What follows belongs to an exercise in optimizing a design on an open flow for small area, a short achievable clock period and few clock cycles per item; a production flow would make more cautious choices. Function was checked by simulation only, so behaviour that the tests miss may differ from the original.

Design bitmap_free_slot_finder, start of the top module:
module bitmap_free_slot_finder #(
    parameter int WORD_BITS = WORD_BITS_DEF,
    parameter int NUM_WORDS = NUM_WORDS_DEF
) (
    input  logic                  clk,
    input  logic                  rst_n,
    input  logic                  psel,
    input  logic                  penable,
    input  logic                  pwrite,
    input  logic [CFG_ADDR_W-1:0] paddr,
    input  logic [APB_DATA_W-1:0] pwdata,
    output logic [APB_DATA_W-1:0] prdata,
    output logic                  pready,
    input  logic                  req_valid,
    output logic                  req_ready,
    input  logic [MODE_W-1:0]     req_mode,
    input  logic [SLOT_W-1:0]     req_slot_index,
    input  logic [RUN_W-1:0]      req_run_length,
    output logic                  rsp_valid,
    input  logic                  rsp_ready,
    output logic [STATUS_W-1:0]   rsp_status,
    output logic                  rsp_bit_value,
    output logic [SLOT_W-1:0]     rsp_found_slot
);
==> flow/config.mk <==
export PLATFORM = sky130hd
export DESIGN_NAME = bitmap_free_slot_finder
export DESIGN_NICKNAME = bitmap_free_slot_finder
export VERILOG_FILES = /design/flow/design.v
export SDC_FILE = /design/flow/constraint.sdc
export NUM_CORES = 4
export LEC_CHECK = 0
export CAP_MARGIN = 20
export CORE_MARGIN = 2
export CORE_UTILIZATION = 40
export CTS_BUF_LIST = sky130_fd_sc_hd__clkbuf_8
export SLEW_MARGIN = 20
==> flow/constraint.sdc <==
create_clock -name core_clock -period 11.0 [get_ports {clk}]
set_input_delay 2.2000 -clock core_clock [delete_from_list [all_inputs] [get_ports {clk}]]
set_output_delay 2.2000 -clock core_clock [all_outputs]
set_load 0.01 [all_outputs]
standard.sh (not shown) runs the stock make flow with config.mk's settings and CLKGATE_MAP_FILE= SYNTH_SCRIPT=/design/flow/synth_recipe.tcl, a recipe that flattens the netlist after the stock synthesis.
==> flow/flow/run.sh <==
#!/bin/bash
cp standard.sh standard_sh.log
bash standard.sh SETUP_SLACK_MARGIN=6.5 finish > standard.log 2>&1
Testbench counts at the start, summed over its fixed seeds: cycles 12,411, items 9,600.
Rerun with:
--- a/flow/design.v
+++ b/flow/design.v
@@ -107,19 +107,18 @@
     logic [LC:0] lo_diff;        
     logic        lo_borrow;
     logic [LC:0] ex_thr;         
     logic [CB-1:0] cnt;          
     logic [CW-1:0] cur;          
     logic [10:0] need_rem;       
     logic [9:0]  run_start;      
     logic signed [QW-1:0] qh;    
     logic        pend_valid;
-    logic [10:0] run_max;        
     logic [1:0]  pend_status;
     logic        pend_bit;
     logic [9:0]  pend_found;
     logic        fire;
     logic        adv;
     assign req_ready = !sk_valid;
     logic [CB-1:0] rd_addr;
     logic [CW-1:0] rd;
     logic [31:0]   rd_row;
@@ -148,21 +147,18 @@
     logic [CW-1:0] f;
     logic          allfree;
     logic [LC-1:0] lo_occ;       
     logic [LC-1:0] hi_occ;       
     logic [LC:0]   pre;          
     logic [LC-1:0] suf;          
     logic [CW-1:0] g [LC];       
     logic [CW:0]   h [LC+1];     
     logic          hit_a, hit_b, hit, prune, s_done;
-    logic          no_run;       
-    logic [CW-1:0] pmask;        
-    logic [CW-1:0] tmask;        
     logic [LC-1:0] pos_b;
     logic [CW-1:0] lo_any [LC+1];
     logic [CW-1:0] hi_any [LC+1];
     logic [CW-1:0] b_any  [LC+1];
     logic [LC-1:0] lo_idx [LC+1][CW];
     logic [LC-1:0] hi_idx [LC+1][CW];
     logic [LC-1:0] b_idx  [LC+1][CW];
     logic [9:0]    found_s;
     always_comb
@@ -218,28 +214,22 @@
                 b_idx[l+1][i] = '0;
             for (int i = 0; i < (CW >> (l + 1)); i++)
             begin
                 b_any[l+1][i] = b_any[l][2*i] | b_any[l][2*i+1];
                 b_idx[l+1][i] = b_any[l][2*i] ? b_idx[l][2*i] : (b_idx[l][2*i+1] | LC'(1 << l));
             end
         end
         hit_b = b_any[LC][0] && ex_lsmall;
         pos_b = b_idx[LC][0];
-        for (int i = 0; i < CW; i++)
-        begin
-            pmask[i] = (11'(i) < need_rem);
-            tmask[i] = ((LC+1)'(i) >= ex_thr);
-        end
-        hit_a  = (need_rem <= 11'(CW)) && ((cur & pmask) == '0);
-        no_run = ex_none || (ex_len > run_max);
-        hit    = !no_run && (hit_a || hit_b);
-        prune  = !allfree && ((qh > 0) || ((qh == 0) && ((cur & tmask) != '0)));
-        s_done = no_run || hit || prune;
+        hit_a  = (need_rem <= 11'(pre));
+        hit    = !ex_none && (hit_a || hit_b);
+        prune  = !allfree && ((qh > 0) || ((qh == 0) && ((LC+1)'(hi_occ) >= ex_thr)));
+        s_done = ex_none || hit || prune;
         found_s = hit_a ? run_start : {cnt, pos_b};
     end
     logic [1:0] res_status;
     logic       res_bit;
     logic [9:0] res_found;
     always_comb
     begin
         res_status = STATUS_OK;
         res_bit    = 1'b0;
@@ -307,29 +297,18 @@
             map_q[r] <= map_d[r];
     end
     always_ff @(posedge clk or negedge rst_n)
     begin
         if (!rst_n)
             clearing <= 1'b1;
         else
             clearing <= 1'b0;
     end
-    always_ff @(posedge clk or negedge rst_n)
-    begin
-        if (!rst_n)
-            run_max <= '1;
-        else if (psel && penable && pwrite && !paddr[2])
-            run_max <= '1;
-        else if (fire && ex_srch && !no_run && !hit)
-            run_max <= ex_len - 11'd1;
-        else if (wr_fire && !ex_set && rd_row[ex_slot[4:0]])
-            run_max <= run_max[10] ? '1 : {run_max[9:0], 1'b1};
-    end
     logic [CB-1:0]    cnt_inc;      
     logic [QW-1:0]    qh_inc;       
     logic [10-LC:0]   nr_dec;       
     logic cy_c, cy_q, bw_n;
     always_comb
     begin
         cy_c = 1'b1;
         for (int i = 0; i < CB; i++)
         begin
Effect: Maximum frequency falls by 5.1%. Flip-flop and latch count shrinks by 11. Via count went down by 17%. Area after synthesis came out lower by 6.7%. Global-route usage falls by 4.8 points. Hold slack is better by 0.0081 ns.
Testbench counts after the change, summed over its fixed seeds: cycles 12,884, items 9,600.

-- what the ideal ports hide --
How much do the figures lean on ideal ports? The routed layouts below were timed once more, with nothing changed but the port constraints.
Step 1 (the two cells are an assumption about what drives the block):
set clk [get_ports {clk}]
set_driving_cell -lib_cell sky130_fd_sc_hd__clkbuf_16 $clk
set_driving_cell -lib_cell sky130_fd_sc_hd__buf_2 [delete_from_list [all_inputs] $clk]
Step 2 also shifts input and output timing later by t, the mid clock arrival at the registers, as if the neighbouring blocks saw the same clock.
a / b / c = ideal ports / drivers / drivers and shift; a / b = the first two.
run | t, ns | setup WS [ns] | worst hold slack (ns) | clock arrival spread, ns
the first run | 1.034 | 6.157 / 6.139 / 5.560 | 0.449 / 0.449 / 0.449 | 0.121 / 0.122
the second run | 0.986 | 5.899 / 5.899 / 5.377 | 0.457 / 0.457 / 0.457 | 0.081 / 0.081
After both steps setup and hold are still met in every run listed. For the first run, which loses most, drivers alone change the setup slack by -0.018 ns; drivers and shift together by -0.597 ns.
